Context: an optimization exercise on an open-source flow, tuned for small area. The choices shown serve that exercise and are no tape-out recipe.
RTL that was checked went through simulation tests only; none was proved equivalent to the original.
Power figures rest on the tool's default switching activity, not on a simulated workload.

==> run A: inputs <==
// normalized_iir_section_filter
module normalized_iir_section_filter #(
   parameter int COEF_BITS      = nisf_pkg::COEF_BITS_DEF,
   parameter int COEF_FRAC_BITS = nisf_pkg::COEF_FRAC_BITS_DEF
) (
   input  wire logic                      clock,
   input  wire logic                      reset,
   input  wire logic                      req_valid,
   output logic                           req_stall,
   input  wire logic [16:0]                         req_data,    
   output logic                           rsp_valid,
   input  wire logic                      rsp_stall,
   output logic [17:0]                              rsp_data,    
   input  wire logic                      csr_we,
   input  wire logic [nisf_pkg::CSR_INDEX_BITS-1:0] csr_index,
   input  wire logic [COEF_BITS-1:0]      csr_wdata
);
   localparam int W = 30;    
   logic [23:0] a1_ff, a2_ff, a3_ff, b1_ff, b2_ff, b3_ff;
   logic [23:0] wd, wd_one;
   assign wd     = csr_wdata[23:0] & {24{~reset}};
   assign wd_one = {wd[23:17], wd[16] | reset, wd[15:0]};
   always_ff @(posedge clock) begin
      if (reset | (csr_we & (csr_index == 3'd0))) a1_ff <= wd_one;
      if (reset | (csr_we & (csr_index == 3'd1))) a2_ff <= wd;
      if (reset | (csr_we & (csr_index == 3'd2))) a3_ff <= wd;
      if (reset | (csr_we & (csr_index == 3'd3))) b1_ff <= wd_one;
      if (reset | (csr_we & (csr_index == 3'd4))) b2_ff <= wd;
      if (reset | (csr_we & (csr_index == 3'd5))) b3_ff <= wd;
   end
   logic       act_ff, dv_ff;
   logic [4:0] pi_ff;
   logic [1:0] pg_ff;
   logic [1:0] hcnt_ff;    
   logic       rsp_valid_ff;
   logic start, run, mac, d1, d2, dg, d9, d10, cmt, gend, rsp_free, take_f, take_fl;
   assign start    = ~act_ff & req_valid & ~req_data[16];
   assign run      = act_ff | start;
   assign mac      = ~dv_ff;
   assign gend     = ~dv_ff & pi_ff[4];
  ...
Settings: LEC_CHECK=0, CAP_MARGIN=20, CORE_MARGIN=2, CORE_UTILIZATION=40, SLEW_MARGIN=20; clock period 9.0 ns.
run.sh (not shown) runs the stock make flow with config.mk's settings and CLKGATE_MAP_FILE= SYNTH_SCRIPT=/design/flow/synth_recipe.tcl, a recipe that flattens the netlist after the stock synthesis.
==> run R: changes against run A <==
CORE_UTILIZATION = 70   (was 40)
CTS_CLUSTER_DIAMETER = 80   (was unset)
CTS_CLUSTER_SIZE = 30   (was unset)
==> run X: changes against run A <==
--- a/flow/design.v
+++ b/flow/design.v
@@ -120,14 +120,15 @@
    assign h1 = |hcnt_ff;
    assign h2 = hcnt_ff[1];
    logic signed [W-1:0] z_ff;      
    logic [15:0]         lo_ff;     
    logic                s_ff;      
    logic                q0_ff;     
    logic                corr_ff;   
+   logic [4:0]          win_ff;    
    logic [15:0] snext;
    logic [16:0] sext;
    logic [1:0]  gnext;
    logic        first;    
    assign first = (~act_ff & ~start) | dv_ff;
    assign gnext = (~first & pi_ff[4]) ? pg_ff + 2'd1 : (first ? 2'd0 : pg_ff);
    always_comb begin
@@ -141,97 +142,91 @@
                | ({16{pi_ff[0] & h2}} & x2_ff)
                | ({16{pi_ff[1] & h1}} & y1_ff)
                | ({16{pi_ff[2] & h2}} & y2_ff)
                | ({16{pi_ff[3]}}      & req_data[15:0]);
       end
       sext = {snext, 1'b0};
    end
-   logic [4:0] win;    
-   always_comb begin
+   always_ff @(posedge clock) begin
       case (gnext)
-         2'd0:    win = sext[4:0];
-         2'd1:    win = sext[8:4];
-         2'd2:    win = sext[12:8];
-         default: win = sext[16:12];
+         2'd0:    win_ff <= sext[4:0];
+         2'd1:    win_ff <= sext[8:4];
+         2'd2:    win_ff <= sext[12:8];
+         default: win_ff <= sext[16:12];
       endcase
    end
-   logic qa, qb, dba, dbb;    
-   logic cq;                  
    logic [23:0] coef;
    logic        negprod;
    logic        sgn_a;
    assign negprod = pi_ff[2] | pi_ff[3];
    assign sgn_a   = a1_ff[23];
-   logic        adv, last_mac, nx_idle, nx_byp, nx_div, nx_cmt;
-   logic [4:0]  nx_mac;
-   logic [23:0] coef_nx, coef_ff;
-   assign coef     = coef_ff;
-   assign adv      = run & ~cmt;
-   assign last_mac = mac & pi_ff[4] & (pg_ff == 2'd3);
-   assign nx_idle  = reset | take_f | (~act_ff & ~start);
-   assign nx_byp   = ~reset & ~act_ff & csr_we & (csr_index == 3'd4);
-   assign nx_mac   = {5{adv & mac & ~last_mac}} & {pi_ff[3:0], pi_ff[4]};
-   assign nx_div   = ~reset & ((adv & last_mac) | (dv_ff & ~d10 & ~cmt));
-   assign nx_cmt   = ~reset & (d10 | (cmt & ~take_f));
-   assign coef_nx = ({24{(nx_idle & ~nx_byp) | nx_mac[0]}} & b2_ff)
-                  | ({24{nx_mac[1]}} & b3_ff)
-                  | ({24{nx_mac[2]}} & a2_ff)
-                  | ({24{nx_mac[3]}} & a3_ff)
-                  | ({24{nx_mac[4]}} & b1_ff)
-                  | ({24{nx_div}}    & a1_ff)
-                  | ({24{nx_byp}}    & wd)
-                  | ({24{nx_cmt}}    & {8'd0, lo_ff[14:0], d10 ? qa : q0_ff});
-   always_ff @(posedge clock) begin
-      coef_ff <= coef_nx;
-   end
+   assign coef = ({24{mac & pi_ff[0]}} & b2_ff)
+               | ({24{mac & pi_ff[1]}} & b3_ff)
+               | ({24{mac & pi_ff[2]}} & a2_ff)
+               | ({24{mac & pi_ff[3]}} & a3_ff)
+               | ({24{mac & pi_ff[4]}} & b1_ff)
+               | ({24{dv_ff & ~pg_ff[1]}} & a1_ff)
+               | ({24{cmt}} & {8'd0, lo_ff[14:0], q0_ff});
    logic          one_h, two_h, neg_h, one_l, two_l, four_l, neg_l, cin_l;
    logic [24:0]   pph;
    logic [25:0]   ppl;
    logic [W-1:0]  bh, bl;
    logic signed [W-1:0] x1s, x2s;
    logic          n_res;
    assign n_res = s_ff ^ sgn_a;
-   logic one_h_ff, two_h_ff, neg_h_ff, one_l_ff, two_l_ff, four_l_ff, neg_l_ff;
-   logic nx_d1, nx_d2, nx_dg, nx_d10, nx_m, negprod_nx, negz_nx;
-   assign nx_d1      = ~reset & adv & last_mac;
-   assign nx_d2      = ~reset & d1;
-   assign nx_dg      = ~reset & (d2 | (dg & ~d9));
-   assign nx_d10     = ~reset & d9;
-   assign nx_m       = nx_idle | (|nx_mac);
-   assign negprod_nx = nx_mac[2] | nx_mac[3];
-   assign negz_nx    = ~(x2s[W-3] ^ sgn_a);    
-   always_ff @(posedge clock) begin
-      one_h_ff  <= (nx_m & (win[3] ^ win[2])) | nx_dg | nx_d10;
-      two_h_ff  <= nx_m & ((win[4] & ~win[3] & ~win[2]) | (~win[4] & win[3] & win[2]));
-      neg_h_ff  <= (nx_m & (win[4] ^ negprod_nx)) | ((nx_dg | nx_d10) & negz_nx);
-      one_l_ff  <= (nx_m & (win[1] ^ win[0])) | nx_d1 | nx_cmt;
-      two_l_ff  <= (nx_m & ((win[2] & ~win[1] & ~win[0]) | (~win[2] & win[1] & win[0])))
-                 | nx_d2 | nx_dg;
-      four_l_ff <= nx_d10;
-      neg_l_ff  <= nx_m & (win[2] ^ negprod_nx);
-   end
-   assign one_h  = one_h_ff;
-   assign two_h  = two_h_ff;
-   assign neg_h  = neg_h_ff;
-   assign one_l  = one_l_ff;
-   assign two_l  = two_l_ff;
-   assign four_l = four_l_ff;
    always_comb begin
-      if (mac)      neg_l = neg_l_ff;
-      else if (cmt) neg_l = n_res;
-      else          neg_l = ~(x1s[W-1] ^ sgn_a);
+      one_h = 1'b0;
+      two_h = 1'b0;
+      neg_h = 1'b0;
+      if (mac) begin
+         one_h = win_ff[3] ^ win_ff[2];
+         two_h = (win_ff[4] & ~win_ff[3] & ~win_ff[2]) | (~win_ff[4] & win_ff[3] & win_ff[2]);
+         neg_h = win_ff[4] ^ negprod;
+      end else if (dg | d10) begin
+         one_h = 1'b1;
+         neg_h = ~(z_ff[W-1] ^ sgn_a);
+      end
    end
-   assign cin_l = cmt ? (n_res ^ cq) : neg_l;
    assign pph = ({25{one_h}} & {coef[23], coef}) | ({25{two_h}} & {coef, 1'b0});
    assign bh  = {{(W-25){pph[24]}}, pph} ^ {W{neg_h}};
-   nisf_add #(.N(W)) u_add_h (.a(z_ff), .b({bh[W-3:0], neg_h, neg_h}), .ci(neg_h), .s(x1s));
+   assign x1s = z_ff + {bh[W-3:0], neg_h, neg_h} + W'(neg_h);
+   always_comb begin
+      one_l  = 1'b0;
+      two_l  = 1'b0;
+      four_l = 1'b0;
+      neg_l  = 1'b0;
+      cin_l  = 1'b0;
+      if (mac) begin
+         one_l = win_ff[1] ^ win_ff[0];
+         two_l = (win_ff[2] & ~win_ff[1] & ~win_ff[0]) | (~win_ff[2] & win_ff[1] & win_ff[0]);
+         neg_l = win_ff[2] ^ negprod;
+         cin_l = neg_l;
+      end else if (d1) begin
+         one_l = 1'b1;
+         neg_l = ~(x1s[W-1] ^ sgn_a);
+         cin_l = neg_l;
+      end else if (d2 | dg) begin
+         two_l = 1'b1;
+         neg_l = ~(x1s[W-1] ^ sgn_a);
+         cin_l = neg_l;
+      end else if (d10) begin
+         four_l = ~(x1s[W-1] ^ s_ff);
+         neg_l  = ~(x1s[W-1] ^ sgn_a);
+         cin_l  = neg_l;
+      end else if (cmt) begin
+         one_l = 1'b1;
+         neg_l = n_res;
+         cin_l = n_res ^ (s_ff & corr_ff);
+      end
+   end
    assign ppl = ({26{one_l}} & {{2{coef[23]}}, coef}) | ({26{two_l}} & {coef[23], coef, 1'b0})
               | ({26{four_l}} & {coef, 2'b00});
    assign bl  = {{(W-26){ppl[25]}}, ppl} ^ {W{neg_l}};
-   nisf_add #(.N(W)) u_add_l (.a(x1s), .b(bl), .ci(cin_l), .s(x2s));
+   assign x2s = x1s + bl + W'(cin_l);
+   logic qa, qb, dba, dbb;
    assign qa  = ~(x1s[W-1] ^ s_ff);
    assign qb  = ~(x2s[W-1] ^ s_ff);
    assign dba = lo_ff[15] & ~d9;
    assign dbb = lo_ff[14] & ~d9;
    always_ff @(posedge clock) begin
       if (reset | ~run | d10 | cmt) begin
          z_ff <= '0;
@@ -249,23 +244,21 @@
          lo_ff <= {lo_ff[13:0], qa, qb};
       end
    end
    always_ff @(posedge clock) begin
       if (gend & (pg_ff == 2'd3)) s_ff <= x2s[W-1];
       if (d10) begin
          q0_ff   <= qa;
-         corr_ff <= qa ? (x2s == '0) : (x1s == '0);
+         corr_ff <= (x2s == '0);
       end
    end
    logic        ovf, sat, err;
    logic [15:0] y_new;
    assign ovf = lo_ff[15];
-   assign cq  = s_ff & corr_ff;    
-   assign sat = ovf | (n_res ? (lo_ff[14] & (cq | (|{lo_ff[13:0], q0_ff})))
-                             : (lo_ff[14] | (cq & (&{lo_ff[13:0], q0_ff}))));
+   assign sat = ovf | ~((&x2s[W-1:15]) | ~(|x2s[W-1:15]));
    assign err = (a1_ff == 24'd0);
    always_comb begin
       if (err)      y_new = 16'h0000;
       else if (sat) y_new = n_res ? 16'h8000 : 16'h7fff;
       else          y_new = x2s[15:0];
    end
    always_ff @(posedge clock) begin
@@ -287,45 +280,8 @@
          else if (take_f) hcnt_ff <= {hcnt_ff[1] | hcnt_ff[0], ~hcnt_ff[1] & ~hcnt_ff[0]};
          if (take_f)          rsp_valid_ff <= 1'b1;
          else if (~rsp_stall) rsp_valid_ff <= 1'b0;
       end
    end
    assign rsp_data = {y1_ff, sat_ff, err_ff};
 endmodule
-module nisf_add #(
-   parameter int N = 30
-) (
-   input  wire logic [N-1:0] a,
-   input  wire logic [N-1:0] b,
-   input  wire logic         ci,
-   output logic [N-1:0]      s
-);
-   localparam int L = $clog2(N);
-   logic [N-1:0] g [0:2*L];
-   logic [N-1:0] p [0:2*L];
-   assign p[0] = a ^ b;
-   assign g[0] = (a & b) | {{(N-1){1'b0}}, p[0][0] & ci};
-   for (genvar l = 0; l < L; l++) begin : g_up
-      for (genvar i = 0; i < N; i++) begin : g_bit
-         if ((i % (2 << l)) == ((2 << l) - 1)) begin : g_node
-            assign g[l+1][i] = g[l][i] | (p[l][i] & g[l][i-(1 << l)]);
-            assign p[l+1][i] = p[l][i] & p[l][i-(1 << l)];
-         end else begin : g_pass
-            assign g[l+1][i] = g[l][i];
-            assign p[l+1][i] = p[l][i];
-         end
-      end
-   end
-   for (genvar k = 0; k < L; k++) begin : g_dn
-      for (genvar i = 0; i < N; i++) begin : g_bit
-         if ((i >= 3 * (1 << (L-1-k)) - 1) && (((i - (3 * (1 << (L-1-k)) - 1)) % (2 << (L-1-k))) == 0)) begin : g_node
-            assign g[L+k+1][i] = g[L+k][i] | (p[L+k][i] & g[L+k][i-(1 << (L-1-k))]);
-            assign p[L+k+1][i] = p[L+k][i] & p[L+k][i-(1 << (L-1-k))];
-         end else begin : g_pass
-            assign g[L+k+1][i] = g[L+k][i];
-            assign p[L+k+1][i] = p[L+k][i];
-         end
-      end
-   end
-   assign s = p[0] ^ {g[2*L][N-2:0], ci};
-endmodule
 `default_nettype wire
CTS_BUF_LIST = sky130_fd_sc_hd__clkbuf_4   (was unset)
==> notes <==
Run A ran to the end with no violations. Run R completed with no timing, DRC or antenna violations. Run X completed without violations. Of run X and run A, run A has the higher sequential share of layout area (gap 2.8 points). Between run A and run R, the lower die area is in run R (gap 73%, measured against run R). Against run X, the non-clock buffer count of run A is lower by 20. Design area, highest first: run A, run X, run R. Critical path depth: run R is higher than run X (6). Cell count, highest first: run X, run A, run R. Total power: run R < run A < run X. Between run X and run A, the lower synthesized cell count is in run A (gap 8.1%, measured against run A). Clock power, highest first: run A, run X, run R. Setup slack: run X < run R < run A.

* * *

==> inputs of run a <==
==> flow/design.v <==
`default_nettype none
package nisf_pkg;
   localparam int SAMPLE_W = 16;
   localparam int COEF_BITS_DEF      = 24;
   localparam int COEF_FRAC_BITS_DEF = 16;
   localparam int CSR_INDEX_BITS = 3;
   localparam logic [CSR_INDEX_BITS-1:0] REG_DEN_LEAD   = 3'd0;
   localparam logic [CSR_INDEX_BITS-1:0] REG_DEN_FIRST  = 3'd1;
   localparam logic [CSR_INDEX_BITS-1:0] REG_DEN_SECOND = 3'd2;
   localparam logic [CSR_INDEX_BITS-1:0] REG_NUM_NOW    = 3'd3;
   localparam logic [CSR_INDEX_BITS-1:0] REG_NUM_FIRST  = 3'd4;
   localparam logic [CSR_INDEX_BITS-1:0] REG_NUM_SECOND = 3'd5;
   localparam logic OP_FILTER = 1'b0;
   localparam logic OP_FLUSH  = 1'b1;
   localparam int TERM_BITS = 3;
   localparam logic [TERM_BITS-1:0] TERM_NUM_NOW    = 3'd0;
   localparam logic [TERM_BITS-1:0] TERM_NUM_FIRST  = 3'd1;
   localparam logic [TERM_BITS-1:0] TERM_NUM_SECOND = 3'd2;
   localparam logic [TERM_BITS-1:0] TERM_DEN_FIRST  = 3'd3;
   localparam logic [TERM_BITS-1:0] TERM_DEN_SECOND = 3'd4;
   localparam logic [TERM_BITS-1:0] TERM_LAST       = TERM_DEN_SECOND;
   typedef struct packed {
      logic                       opcode;
      logic signed [SAMPLE_W-1:0] sample_in;
   } req_type;
   typedef struct packed {
      logic signed [SAMPLE_W-1:0] sample_out;
      logic                       saturated;
      logic                       div_error;
   } rsp_type;
   typedef struct packed {
      logic                 load;       
      logic                 mul_en;     
      logic [TERM_BITS-1:0] term;
      logic                 acc_en;     
      logic                 div_init;   
      logic                 div_step;   
      logic                 commit;     
      logic                 flush;      
   } dp_cmd_type;
   typedef struct packed {
      logic div_zero;
   } dp_status_type;
endpackage
`default_nettype wire
`default_nettype none
module normalized_iir_section_filter #(
   parameter int COEF_BITS      = nisf_pkg::COEF_BITS_DEF,
   parameter int COEF_FRAC_BITS = nisf_pkg::COEF_FRAC_BITS_DEF
) (
   input  wire logic                      clock,
   input  wire logic                      reset,
   input  wire logic                      req_valid,
   output logic                           req_stall,
   input  wire logic [16:0]                         req_data,    
   output logic                           rsp_valid,
   input  wire logic                      rsp_stall,
   output logic [17:0]                              rsp_data,    
   input  wire logic                      csr_we,
   input  wire logic [nisf_pkg::CSR_INDEX_BITS-1:0] csr_index,
   input  wire logic [COEF_BITS-1:0]      csr_wdata
);
   localparam int W = 30;    
   logic [23:0] a1_ff, a2_ff, a3_ff, b1_ff, b2_ff, b3_ff;
   logic [23:0] wd, wd_one;
   assign wd     = csr_wdata[23:0] & {24{~reset}};
   assign wd_one = {wd[23:17], wd[16] | reset, wd[15:0]};
   always_ff @(posedge clock) begin
      if (reset | (csr_we & (csr_index == 3'd0))) a1_ff <= wd_one;
      if (reset | (csr_we & (csr_index == 3'd1))) a2_ff <= wd;
      if (reset | (csr_we & (csr_index == 3'd2))) a3_ff <= wd;
      if (reset | (csr_we & (csr_index == 3'd3))) b1_ff <= wd_one;
      if (reset | (csr_we & (csr_index == 3'd4))) b2_ff <= wd;
      if (reset | (csr_we & (csr_index == 3'd5))) b3_ff <= wd;
   end
   logic       act_ff, dv_ff;
   logic [4:0] pi_ff;
   logic [1:0] pg_ff;
   logic [1:0] hcnt_ff;    
   logic       rsp_valid_ff;
   logic start, run, mac, d1, d2, dg, d9, d10, cmt, gend, rsp_free, take_f, take_fl;
   assign start    = ~act_ff & req_valid & ~req_data[16];
   assign run      = act_ff | start;
   assign mac      = ~dv_ff;
   assign gend     = ~dv_ff & pi_ff[4];
   assign d1       = dv_ff & ~pg_ff[1] & ~pg_ff[0] & pi_ff[0];
   assign d2       = dv_ff & ~pg_ff[1] & ~pg_ff[0] & pi_ff[1];
   assign dg       = dv_ff & ~pg_ff[1] & ((~pg_ff[0] & (pi_ff[2] | pi_ff[3] | pi_ff[4]))
                                         | (pg_ff[0] & ~pi_ff[4]));
   assign d9       = dv_ff & pg_ff[0] & pi_ff[3];
   assign d10      = dv_ff & pg_ff[0] & pi_ff[4];
   assign cmt      = dv_ff & pg_ff[1];
   assign rsp_free = ~rsp_valid_ff | ~rsp_stall;
   assign take_f   = cmt & rsp_free;
   assign take_fl  = ~act_ff & req_valid & req_data[16];
   assign req_stall = ~((~act_ff & req_data[16]) | (cmt & rsp_free));
   assign rsp_valid = rsp_valid_ff;
   always_ff @(posedge clock) begin
      if (reset | take_f) begin
         act_ff <= 1'b0;
         dv_ff  <= 1'b0;
         pi_ff  <= 5'b00001;
         pg_ff  <= 2'd0;
      end else if (run & ~cmt) begin
         act_ff <= 1'b1;
         pi_ff  <= {pi_ff[3:0], pi_ff[4]};
         if (pi_ff[4]) begin
            if (~dv_ff & (pg_ff == 2'd3)) begin
               dv_ff <= 1'b1;
               pg_ff <= 2'd0;
            end else begin
               pg_ff <= pg_ff + 2'd1;
            end
         end
      end
   end
   logic [15:0] x1_ff, x2_ff, y1_ff, y2_ff;
   logic        sat_ff, err_ff;
   logic        h1, h2;
   assign h1 = |hcnt_ff;
   assign h2 = hcnt_ff[1];
   logic signed [W-1:0] z_ff;      
   logic [15:0]         lo_ff;     
   logic                s_ff;      
   logic                q0_ff;     
   logic                corr_ff;   
   logic [4:0]          win_ff;    
   logic [15:0] snext;
   logic [16:0] sext;
   logic [1:0]  gnext;
   logic        first;    
   assign first = (~act_ff & ~start) | dv_ff;
   assign gnext = (~first & pi_ff[4]) ? pg_ff + 2'd1 : (first ? 2'd0 : pg_ff);
   always_comb begin
      if (first) begin
         if (cmt)
            snext = req_data[15:0];
         else
            snext = x1_ff & {16{h1 & ~take_fl & ~reset}};
      end else begin
         snext = ({16{pi_ff[4] & h1}} & x1_ff)
               | ({16{pi_ff[0] & h2}} & x2_ff)
               | ({16{pi_ff[1] & h1}} & y1_ff)
               | ({16{pi_ff[2] & h2}} & y2_ff)
               | ({16{pi_ff[3]}}      & req_data[15:0]);
      end
      sext = {snext, 1'b0};
   end
   always_ff @(posedge clock) begin
      case (gnext)
         2'd0:    win_ff <= sext[4:0];
         2'd1:    win_ff <= sext[8:4];
         2'd2:    win_ff <= sext[12:8];
         default: win_ff <= sext[16:12];
      endcase
   end
   logic qa, qb, dba, dbb;    
   logic [23:0] coef;
   logic        negprod;
   logic        sgn_a;
   assign negprod = pi_ff[2] | pi_ff[3];
   assign sgn_a   = a1_ff[23];
   logic        adv, last_mac, nx_idle, nx_byp, nx_div, nx_cmt;
   logic [4:0]  nx_mac;
   logic [23:0] coef_nx, coef_ff;
   assign coef     = coef_ff;
   assign adv      = run & ~cmt;
   assign last_mac = mac & pi_ff[4] & (pg_ff == 2'd3);
   assign nx_idle  = reset | take_f | (~act_ff & ~start);
   assign nx_byp   = ~reset & ~act_ff & csr_we & (csr_index == 3'd4);
   assign nx_mac   = {5{adv & mac & ~last_mac}} & {pi_ff[3:0], pi_ff[4]};
   assign nx_div   = ~reset & ((adv & last_mac) | (dv_ff & ~d10 & ~cmt));
   assign nx_cmt   = ~reset & (d10 | (cmt & ~take_f));
   assign coef_nx = ({24{(nx_idle & ~nx_byp) | nx_mac[0]}} & b2_ff)
                  | ({24{nx_mac[1]}} & b3_ff)
                  | ({24{nx_mac[2]}} & a2_ff)
                  | ({24{nx_mac[3]}} & a3_ff)
                  | ({24{nx_mac[4]}} & b1_ff)
                  | ({24{nx_div}}    & a1_ff)
                  | ({24{nx_byp}}    & wd)
                  | ({24{nx_cmt}}    & {8'd0, lo_ff[14:0], d10 ? qa : q0_ff});
   always_ff @(posedge clock) begin
      coef_ff <= coef_nx;
   end
   logic          one_h, two_h, neg_h, one_l, two_l, four_l, neg_l, cin_l;
   logic [24:0]   pph;
   logic [25:0]   ppl;
   logic [W-1:0]  bh, bl;
   logic signed [W-1:0] x1s, x2s;
   logic          n_res;
   assign n_res = s_ff ^ sgn_a;
   always_comb begin
      one_h = 1'b0;
      two_h = 1'b0;
      neg_h = 1'b0;
      if (mac) begin
         one_h = win_ff[3] ^ win_ff[2];
         two_h = (win_ff[4] & ~win_ff[3] & ~win_ff[2]) | (~win_ff[4] & win_ff[3] & win_ff[2]);
         neg_h = win_ff[4] ^ negprod;
      end else if (dg | d10) begin
         one_h = 1'b1;
         neg_h = ~(z_ff[W-1] ^ sgn_a);
      end
   end
   assign pph = ({25{one_h}} & {coef[23], coef}) | ({25{two_h}} & {coef, 1'b0});
   assign bh  = {{(W-25){pph[24]}}, pph} ^ {W{neg_h}};
   nisf_add #(.N(W)) u_add_h (.a(z_ff), .b({bh[W-3:0], neg_h, neg_h}), .ci(neg_h), .s(x1s));
   always_comb begin
      one_l  = 1'b0;
      two_l  = 1'b0;
      four_l = 1'b0;
      neg_l  = 1'b0;
      cin_l  = 1'b0;
      if (mac) begin
         one_l = win_ff[1] ^ win_ff[0];
         two_l = (win_ff[2] & ~win_ff[1] & ~win_ff[0]) | (~win_ff[2] & win_ff[1] & win_ff[0]);
         neg_l = win_ff[2] ^ negprod;
         cin_l = neg_l;
      end else if (d1) begin
         one_l = 1'b1;
         neg_l = ~(x1s[W-1] ^ sgn_a);
         cin_l = neg_l;
      end else if (d2 | dg) begin
         two_l = 1'b1;
         neg_l = ~(x1s[W-1] ^ sgn_a);
         cin_l = neg_l;
      end else if (d10) begin
         four_l = 1'b1;
         neg_l  = ~(x1s[W-1] ^ sgn_a);
         cin_l  = neg_l;
      end else if (cmt) begin
         one_l = 1'b1;
         neg_l = n_res;
         cin_l = n_res ^ cq;
      end
   end
   assign ppl = ({26{one_l}} & {{2{coef[23]}}, coef}) | ({26{two_l}} & {coef[23], coef, 1'b0})
              | ({26{four_l}} & {coef, 2'b00});
   assign bl  = {{(W-26){ppl[25]}}, ppl} ^ {W{neg_l}};
   nisf_add #(.N(W)) u_add_l (.a(x1s), .b(bl), .ci(cin_l), .s(x2s));
   assign qa  = ~(x1s[W-1] ^ s_ff);
   assign qb  = ~(x2s[W-1] ^ s_ff);
   assign dba = lo_ff[15] & ~d9;
   assign dbb = lo_ff[14] & ~d9;
   always_ff @(posedge clock) begin
      if (reset | ~run | d10 | cmt) begin
         z_ff <= '0;
      end else if (mac) begin
         if (pi_ff[4]) z_ff <= x2s >>> 4;
         else          z_ff <= x2s;
      end else begin
         z_ff <= {x2s[W-3:0], dba, dbb};
      end
   end
   always_ff @(posedge clock) begin
      if (gend) begin
         lo_ff <= {x2s[3:0], lo_ff[15:4]};
      end else if (d1 | d2 | dg) begin
         lo_ff <= {lo_ff[13:0], qa, qb};
      end
   end
   always_ff @(posedge clock) begin
      if (gend & (pg_ff == 2'd3)) s_ff <= x2s[W-1];
      if (d10) begin
         q0_ff   <= qa;
         corr_ff <= qa ? (x2s == '0) : (x1s == '0);
      end
   end
   logic        ovf, sat, err;
   logic [15:0] y_new;
   logic        cq;
   assign ovf = lo_ff[15];
   assign cq  = s_ff & corr_ff;    
   assign sat = ovf | (n_res ? (lo_ff[14] & (cq | (|{lo_ff[13:0], q0_ff})))
                             : (lo_ff[14] | (cq & (&{lo_ff[13:0], q0_ff}))));
   assign err = (a1_ff == 24'd0);
   always_comb begin
      if (err)      y_new = 16'h0000;
      else if (sat) y_new = n_res ? 16'h8000 : 16'h7fff;
      else          y_new = x2s[15:0];
   end
   always_ff @(posedge clock) begin
      if (take_f) begin
         y1_ff  <= y_new;
         y2_ff  <= y1_ff;
         x1_ff  <= req_data[15:0];
         x2_ff  <= x1_ff;
         sat_ff <= sat & ~err;
         err_ff <= err;
      end
   end
   always_ff @(posedge clock) begin
      if (reset) begin
         hcnt_ff      <= 2'd0;
         rsp_valid_ff <= 1'b0;
      end else begin
         if (take_fl)     hcnt_ff <= 2'd0;
         else if (take_f) hcnt_ff <= {hcnt_ff[1] | hcnt_ff[0], ~hcnt_ff[1] & ~hcnt_ff[0]};
         if (take_f)          rsp_valid_ff <= 1'b1;
         else if (~rsp_stall) rsp_valid_ff <= 1'b0;
      end
   end
   assign rsp_data = {y1_ff, sat_ff, err_ff};
endmodule
module nisf_add #(
   parameter int N = 30
) (
   input  wire logic [N-1:0] a,
   input  wire logic [N-1:0] b,
   input  wire logic         ci,
   output logic [N-1:0]      s
);
   localparam int L = $clog2(N);
   logic [N-1:0] g [0:2*L];
   logic [N-1:0] p [0:2*L];
   assign p[0] = a ^ b;
   assign g[0] = (a & b) | {{(N-1){1'b0}}, p[0][0] & ci};
   for (genvar l = 0; l < L; l++) begin : g_up
      for (genvar i = 0; i < N; i++) begin : g_bit
         if ((i % (2 << l)) == ((2 << l) - 1)) begin : g_node
            assign g[l+1][i] = g[l][i] | (p[l][i] & g[l][i-(1 << l)]);
            assign p[l+1][i] = p[l][i] & p[l][i-(1 << l)];
         end else begin : g_pass
            assign g[l+1][i] = g[l][i];
            assign p[l+1][i] = p[l][i];
         end
      end
   end
   for (genvar k = 0; k < L; k++) begin : g_dn
      for (genvar i = 0; i < N; i++) begin : g_bit
         if ((i >= 3 * (1 << (L-1-k)) - 1) && (((i - (3 * (1 << (L-1-k)) - 1)) % (2 << (L-1-k))) == 0)) begin : g_node
            assign g[L+k+1][i] = g[L+k][i] | (p[L+k][i] & g[L+k][i-(1 << (L-1-k))]);
            assign p[L+k+1][i] = p[L+k][i] & p[L+k][i-(1 << (L-1-k))];
         end else begin : g_pass
            assign g[L+k+1][i] = g[L+k][i];
            assign p[L+k+1][i] = p[L+k][i];
         end
      end
   end
   assign s = p[0] ^ {g[2*L][N-2:0], ci};
endmodule
`default_nettype wire
==> flow/run.sh <==
#!/bin/bash
# synth_recipe.tcl (not shown) runs the flow's synth.tcl, then flattens the netlist and writes it again
# the make line also repeats each setting of config.mk as NAME=value (left out here)
make -C /OpenROAD-flow-scripts/flow DESIGN_CONFIG=/design/flow/config.mk WORK_HOME=/design/flow/orfs CLKGATE_MAP_FILE= SYNTH_SCRIPT=/design/flow/synth_recipe.tcl finish
==> flow/config.mk <==
export PLATFORM = sky130hd
export DESIGN_NAME = normalized_iir_section_filter
export DESIGN_NICKNAME = normalized_iir_section_filter
export VERILOG_FILES = /design/flow/design.v
export SDC_FILE = /design/flow/constraint.sdc
export NUM_CORES = 4
export LEC_CHECK = 0
export CAP_MARGIN = 20
export CORE_MARGIN = 2
export CORE_UTILIZATION = 40
export SLEW_MARGIN = 20
==> flow/constraint.sdc <==
create_clock -name core_clock -period 9.0 [get_ports {clock}]
set_input_delay 1.8000 -clock core_clock [delete_from_list [all_inputs] [get_ports {clock}]]
set_output_delay 1.8000 -clock core_clock [all_outputs]
set_load 0.01 [all_outputs]
==> run b (differences from run a) <==
--- a/flow/design.v
+++ b/flow/design.v
@@ -124,7 +124,6 @@
    logic                s_ff;      
    logic                q0_ff;     
    logic                corr_ff;   
-   logic [4:0]          win_ff;    
    logic [15:0] snext;
    logic [16:0] sext;
    logic [1:0]  gnext;
@@ -146,15 +145,17 @@
       end
       sext = {snext, 1'b0};
    end
-   always_ff @(posedge clock) begin
+   logic [4:0] win;    
+   always_comb begin
       case (gnext)
-         2'd0:    win_ff <= sext[4:0];
-         2'd1:    win_ff <= sext[8:4];
-         2'd2:    win_ff <= sext[12:8];
-         default: win_ff <= sext[16:12];
+         2'd0:    win = sext[4:0];
+         2'd1:    win = sext[8:4];
+         2'd2:    win = sext[12:8];
+         default: win = sext[16:12];
       endcase
    end
    logic qa, qb, dba, dbb;    
+   logic cq;                  
    logic [23:0] coef;
    logic        negprod;
    logic        sgn_a;
@@ -189,51 +190,40 @@
    logic signed [W-1:0] x1s, x2s;
    logic          n_res;
    assign n_res = s_ff ^ sgn_a;
+   logic one_h_ff, two_h_ff, neg_h_ff, one_l_ff, two_l_ff, four_l_ff, neg_l_ff;
+   logic nx_d1, nx_d2, nx_dg, nx_d10, nx_m, negprod_nx, negz_nx;
+   assign nx_d1      = ~reset & adv & last_mac;
+   assign nx_d2      = ~reset & d1;
+   assign nx_dg      = ~reset & (d2 | (dg & ~d9));
+   assign nx_d10     = ~reset & d9;
+   assign nx_m       = nx_idle | (|nx_mac);
+   assign negprod_nx = nx_mac[2] | nx_mac[3];
+   assign negz_nx    = ~(x2s[W-3] ^ sgn_a);    
+   always_ff @(posedge clock) begin
+      one_h_ff  <= (nx_m & (win[3] ^ win[2])) | nx_dg | nx_d10;
+      two_h_ff  <= nx_m & ((win[4] & ~win[3] & ~win[2]) | (~win[4] & win[3] & win[2]));
+      neg_h_ff  <= (nx_m & (win[4] ^ negprod_nx)) | ((nx_dg | nx_d10) & negz_nx);
+      one_l_ff  <= (nx_m & (win[1] ^ win[0])) | nx_d1 | nx_cmt;
+      two_l_ff  <= (nx_m & ((win[2] & ~win[1] & ~win[0]) | (~win[2] & win[1] & win[0])))
+                 | nx_d2 | nx_dg;
+      four_l_ff <= nx_d10;
+      neg_l_ff  <= nx_m & (win[2] ^ negprod_nx);
+   end
+   assign one_h  = one_h_ff;
+   assign two_h  = two_h_ff;
+   assign neg_h  = neg_h_ff;
+   assign one_l  = one_l_ff;
+   assign two_l  = two_l_ff;
+   assign four_l = four_l_ff;
    always_comb begin
-      one_h = 1'b0;
-      two_h = 1'b0;
-      neg_h = 1'b0;
-      if (mac) begin
-         one_h = win_ff[3] ^ win_ff[2];
-         two_h = (win_ff[4] & ~win_ff[3] & ~win_ff[2]) | (~win_ff[4] & win_ff[3] & win_ff[2]);
-         neg_h = win_ff[4] ^ negprod;
-      end else if (dg | d10) begin
-         one_h = 1'b1;
-         neg_h = ~(z_ff[W-1] ^ sgn_a);
-      end
+      if (mac)      neg_l = neg_l_ff;
+      else if (cmt) neg_l = n_res;
+      else          neg_l = ~(x1s[W-1] ^ sgn_a);
    end
+   assign cin_l = cmt ? (n_res ^ cq) : neg_l;
    assign pph = ({25{one_h}} & {coef[23], coef}) | ({25{two_h}} & {coef, 1'b0});
    assign bh  = {{(W-25){pph[24]}}, pph} ^ {W{neg_h}};
    nisf_add #(.N(W)) u_add_h (.a(z_ff), .b({bh[W-3:0], neg_h, neg_h}), .ci(neg_h), .s(x1s));
-   always_comb begin
-      one_l  = 1'b0;
-      two_l  = 1'b0;
-      four_l = 1'b0;
-      neg_l  = 1'b0;
-      cin_l  = 1'b0;
-      if (mac) begin
-         one_l = win_ff[1] ^ win_ff[0];
-         two_l = (win_ff[2] & ~win_ff[1] & ~win_ff[0]) | (~win_ff[2] & win_ff[1] & win_ff[0]);
-         neg_l = win_ff[2] ^ negprod;
-         cin_l = neg_l;
-      end else if (d1) begin
-         one_l = 1'b1;
-         neg_l = ~(x1s[W-1] ^ sgn_a);
-         cin_l = neg_l;
-      end else if (d2 | dg) begin
-         two_l = 1'b1;
-         neg_l = ~(x1s[W-1] ^ sgn_a);
-         cin_l = neg_l;
-      end else if (d10) begin
-         four_l = 1'b1;
-         neg_l  = ~(x1s[W-1] ^ sgn_a);
-         cin_l  = neg_l;
-      end else if (cmt) begin
-         one_l = 1'b1;
-         neg_l = n_res;
-         cin_l = n_res ^ cq;
-      end
-   end
    assign ppl = ({26{one_l}} & {{2{coef[23]}}, coef}) | ({26{two_l}} & {coef[23], coef, 1'b0})
               | ({26{four_l}} & {coef, 2'b00});
    assign bl  = {{(W-26){ppl[25]}}, ppl} ^ {W{neg_l}};
@@ -268,7 +258,6 @@
    end
    logic        ovf, sat, err;
    logic [15:0] y_new;
-   logic        cq;
    assign ovf = lo_ff[15];
    assign cq  = s_ff & corr_ff;    
    assign sat = ovf | (n_res ? (lo_ff[14] & (cq | (|{lo_ff[13:0], q0_ff})))
==> flow/flow/run.sh (new file) <==
#!/bin/bash
# Own layout flow: the standard flow (standard synthesis, floorplan, placement, CTS,
# routing) unchanged, except that the port buffers the placement step inserts on every
# input and output are sky130_fd_sc_hd__buf_1 cells instead of the resizer's default pick.
set -euo pipefail
export BUFFER_PORTS_ARGS="-buffer_cell sky130_fd_sc_hd__buf_1"
bash standard.sh > standard_flow.log 2>&1
==> flow/standard.sh (new file) <==
#!/bin/bash
# synth_recipe.tcl (not shown) runs the flow's synth.tcl, then flattens the netlist and writes it again
# the make line also repeats each setting of config.mk as NAME=value (left out here)
make -C /OpenROAD-flow-scripts/flow DESIGN_CONFIG=/design/flow/config.mk WORK_HOME=/design/flow/orfs CLKGATE_MAP_FILE= SYNTH_SCRIPT=/design/flow/synth_recipe.tcl "${@:-finish}"
removed: flow/run.sh
==> run c (differences from run a) <==
--- a/flow/design.v
+++ b/flow/design.v
@@ -124,7 +124,6 @@
    logic                s_ff;      
    logic                q0_ff;     
    logic                corr_ff;   
-   logic [4:0]          win_ff;    
    logic [15:0] snext;
    logic [16:0] sext;
    logic [1:0]  gnext;
@@ -146,15 +145,17 @@
       end
       sext = {snext, 1'b0};
    end
-   always_ff @(posedge clock) begin
+   logic [4:0] win;    
+   always_comb begin
       case (gnext)
-         2'd0:    win_ff <= sext[4:0];
-         2'd1:    win_ff <= sext[8:4];
-         2'd2:    win_ff <= sext[12:8];
-         default: win_ff <= sext[16:12];
+         2'd0:    win = sext[4:0];
+         2'd1:    win = sext[8:4];
+         2'd2:    win = sext[12:8];
+         default: win = sext[16:12];
       endcase
    end
    logic qa, qb, dba, dbb;    
+   logic cq;                  
    logic [23:0] coef;
    logic        negprod;
    logic        sgn_a;
@@ -189,51 +190,40 @@
    logic signed [W-1:0] x1s, x2s;
    logic          n_res;
    assign n_res = s_ff ^ sgn_a;
+   logic one_h_ff, two_h_ff, neg_h_ff, one_l_ff, two_l_ff, four_l_ff, neg_l_ff;
+   logic nx_d1, nx_d2, nx_dg, nx_d10, nx_m, negprod_nx, negz_nx;
+   assign nx_d1      = ~reset & adv & last_mac;
+   assign nx_d2      = ~reset & d1;
+   assign nx_dg      = ~reset & (d2 | (dg & ~d9));
+   assign nx_d10     = ~reset & d9;
+   assign nx_m       = nx_idle | (|nx_mac);
+   assign negprod_nx = nx_mac[2] | nx_mac[3];
+   assign negz_nx    = ~(x2s[W-3] ^ sgn_a);    
+   always_ff @(posedge clock) begin
+      one_h_ff  <= (nx_m & (win[3] ^ win[2])) | nx_dg | nx_d10;
+      two_h_ff  <= nx_m & ((win[4] & ~win[3] & ~win[2]) | (~win[4] & win[3] & win[2]));
+      neg_h_ff  <= (nx_m & (win[4] ^ negprod_nx)) | ((nx_dg | nx_d10) & negz_nx);
+      one_l_ff  <= (nx_m & (win[1] ^ win[0])) | nx_d1 | nx_cmt;
+      two_l_ff  <= (nx_m & ((win[2] & ~win[1] & ~win[0]) | (~win[2] & win[1] & win[0])))
+                 | nx_d2 | nx_dg;
+      four_l_ff <= nx_d10;
+      neg_l_ff  <= nx_m & (win[2] ^ negprod_nx);
+   end
+   assign one_h  = one_h_ff;
+   assign two_h  = two_h_ff;
+   assign neg_h  = neg_h_ff;
+   assign one_l  = one_l_ff;
+   assign two_l  = two_l_ff;
+   assign four_l = four_l_ff;
    always_comb begin
-      one_h = 1'b0;
-      two_h = 1'b0;
-      neg_h = 1'b0;
-      if (mac) begin
-         one_h = win_ff[3] ^ win_ff[2];
-         two_h = (win_ff[4] & ~win_ff[3] & ~win_ff[2]) | (~win_ff[4] & win_ff[3] & win_ff[2]);
-         neg_h = win_ff[4] ^ negprod;
-      end else if (dg | d10) begin
-         one_h = 1'b1;
-         neg_h = ~(z_ff[W-1] ^ sgn_a);
-      end
+      if (mac)      neg_l = neg_l_ff;
+      else if (cmt) neg_l = n_res;
+      else          neg_l = ~(x1s[W-1] ^ sgn_a);
    end
+   assign cin_l = cmt ? (n_res ^ cq) : neg_l;
    assign pph = ({25{one_h}} & {coef[23], coef}) | ({25{two_h}} & {coef, 1'b0});
    assign bh  = {{(W-25){pph[24]}}, pph} ^ {W{neg_h}};
    nisf_add #(.N(W)) u_add_h (.a(z_ff), .b({bh[W-3:0], neg_h, neg_h}), .ci(neg_h), .s(x1s));
-   always_comb begin
-      one_l  = 1'b0;
-      two_l  = 1'b0;
-      four_l = 1'b0;
-      neg_l  = 1'b0;
-      cin_l  = 1'b0;
-      if (mac) begin
-         one_l = win_ff[1] ^ win_ff[0];
-         two_l = (win_ff[2] & ~win_ff[1] & ~win_ff[0]) | (~win_ff[2] & win_ff[1] & win_ff[0]);
-         neg_l = win_ff[2] ^ negprod;
-         cin_l = neg_l;
-      end else if (d1) begin
-         one_l = 1'b1;
-         neg_l = ~(x1s[W-1] ^ sgn_a);
-         cin_l = neg_l;
-      end else if (d2 | dg) begin
-         two_l = 1'b1;
-         neg_l = ~(x1s[W-1] ^ sgn_a);
-         cin_l = neg_l;
-      end else if (d10) begin
-         four_l = 1'b1;
-         neg_l  = ~(x1s[W-1] ^ sgn_a);
-         cin_l  = neg_l;
-      end else if (cmt) begin
-         one_l = 1'b1;
-         neg_l = n_res;
-         cin_l = n_res ^ cq;
-      end
-   end
    assign ppl = ({26{one_l}} & {{2{coef[23]}}, coef}) | ({26{two_l}} & {coef[23], coef, 1'b0})
               | ({26{four_l}} & {coef, 2'b00});
    assign bl  = {{(W-26){ppl[25]}}, ppl} ^ {W{neg_l}};
@@ -268,7 +258,6 @@
    end
    logic        ovf, sat, err;
    logic [15:0] y_new;
-   logic        cq;
    assign ovf = lo_ff[15];
    assign cq  = s_ff & corr_ff;    
    assign sat = ovf | (n_res ? (lo_ff[14] & (cq | (|{lo_ff[13:0], q0_ff})))
==> flow/flow/run.sh (new file) <==
#!/bin/bash
# Own layout flow: the standard flow (standard synthesis, floorplan, placement, CTS,
# routing) unchanged, except that
#  * the port buffers the placement step inserts on every input and output are
#    sky130_fd_sc_hd__buf_1 cells instead of the resizer's default pick, and
#  * clock tree synthesis uses the same clustering as config.mk but inserts no dummy loads.
set -euo pipefail
export BUFFER_PORTS_ARGS="-buffer_cell sky130_fd_sc_hd__buf_1"
export CTS_ARGS="-sink_clustering_enable -repair_clock_nets -sink_clustering_size 16 -sink_clustering_max_diameter 60 -dont_use_dummy_load -buf_list sky130_fd_sc_hd__clkbuf_8"
bash standard.sh > standard_flow.log 2>&1
==> flow/standard.sh (new file) <==
#!/bin/bash
# synth_recipe.tcl (not shown) runs the flow's synth.tcl, then flattens the netlist and writes it again
# the make line also repeats each setting of config.mk as NAME=value (left out here)
make -C /OpenROAD-flow-scripts/flow DESIGN_CONFIG=/design/flow/config.mk WORK_HOME=/design/flow/orfs CLKGATE_MAP_FILE= SYNTH_SCRIPT=/design/flow/synth_recipe.tcl "${@:-finish}"
--- a/flow/config.mk
+++ b/flow/config.mk
@@ -7,5 +7,8 @@
 export LEC_CHECK = 0
 export CAP_MARGIN = 20
 export CORE_MARGIN = 2
-export CORE_UTILIZATION = 40
+export CORE_UTILIZATION = 70
+export CTS_BUF_LIST = sky130_fd_sc_hd__clkbuf_8
+export CTS_CLUSTER_DIAMETER = 60
+export CTS_CLUSTER_SIZE = 16
 export SLEW_MARGIN = 20
removed: flow/run.sh
==> qor.yml <==
outcome:
  so.violations: "setup timing"
  status: "failed layout checks"
setup_path:
  path_max_fanout: 10
  worstPathArrival_ns: 9.52
layout:
  seq_area_um2: 8290
  inverters: 33
sta:
  setup_violations: 1
  setup_ws_ns: -0.141
detailed_routing:
  wl_per_cell_um: 22.3
clock_tree:
  cts_root_buf: "clkbuf_16"
  numCtsBuffers: 34
floorplan:
  coreArea_um2: 38500
synth:
  synthSimpleGateAreaFrac_pct: 12.4
Source of the figures above: run a

==> qor.yml <==
detailed_routing:
  wl_per_cell_um: 22.8
clock_tree:
  cts_root_buf: "clkbuf_16"
layout:
  inverters: 32
  seq_area_um2: 8330
sta:
  setup_violations: 0
  setup_ws_ns: 0.573
floorplan:
  coreArea_um2: 37800
setup_path:
  path_max_fanout: 23
synth:
  synthSimpleGateAreaFrac_pct: 10.8
outcome:
  status: "timing/DRC/antenna clean"
Source of the figures above: run b

==> qor.yml <==
setup_path:
  path_max_fanout: 17
  worstPathArrival_ns: 8.87
sta:
  setup_ws_ns: 0.448
  setup_violations: 0
detailed_routing:
  wl_per_cell_um: 24.6
floorplan:
  coreArea_um2: 21700
outcome:
  status: "timing/DRC/antenna clean"
clock_tree:
  numCtsBuffers: 24
  cts_root_buf: "clkbuf_8"
synth:
  synthSimpleGateAreaFrac_pct: 10.8
Source of the figures above: run c

Only the layout flow was run in run a; the RTL was not checked for function there.

-- afterwards: timing with drivers on the ports --
Ports are ideal in the flow. The routed layouts listed here were re-timed in OpenROAD.
Step 1 assumes that a clkbuf_16 drives the clock port and a buf_2 every other input.
Step 2 also shifts input and output timing later by t, the mid clock arrival at the registers, as if the neighbouring blocks saw the same clock.
Slacks: ideal ports / drivers / drivers and shift; pairs: ideal ports / drivers.
run	t, ns	setup WS [ns]	hold slack, ns	worst data-port slew with drivers (ns)
run A of note 1	0.575	0.582 / 0.582 / 0.582	0.438 / 0.438 / 0.438	0.06
run R of note 1	0.554	0.442 / 0.442 / 0.442	0.459 / 0.459 / 0.459	0.04
run X of note 1	0.778	0.389 / 0.389 / 0.389	0.434 / 0.434 / 0.434	0.05
run a of note 2	0.570	-0.141 / -0.141 / -0.141	0.451 / 0.451 / 0.451	0.06
run b of note 2	0.584	0.573 / 0.573 / 0.573	0.452 / 0.452 / 0.452	0.05
run c of note 2	0.585	0.448 / 0.448 / 0.448	0.454 / 0.454 / 0.454	0.03
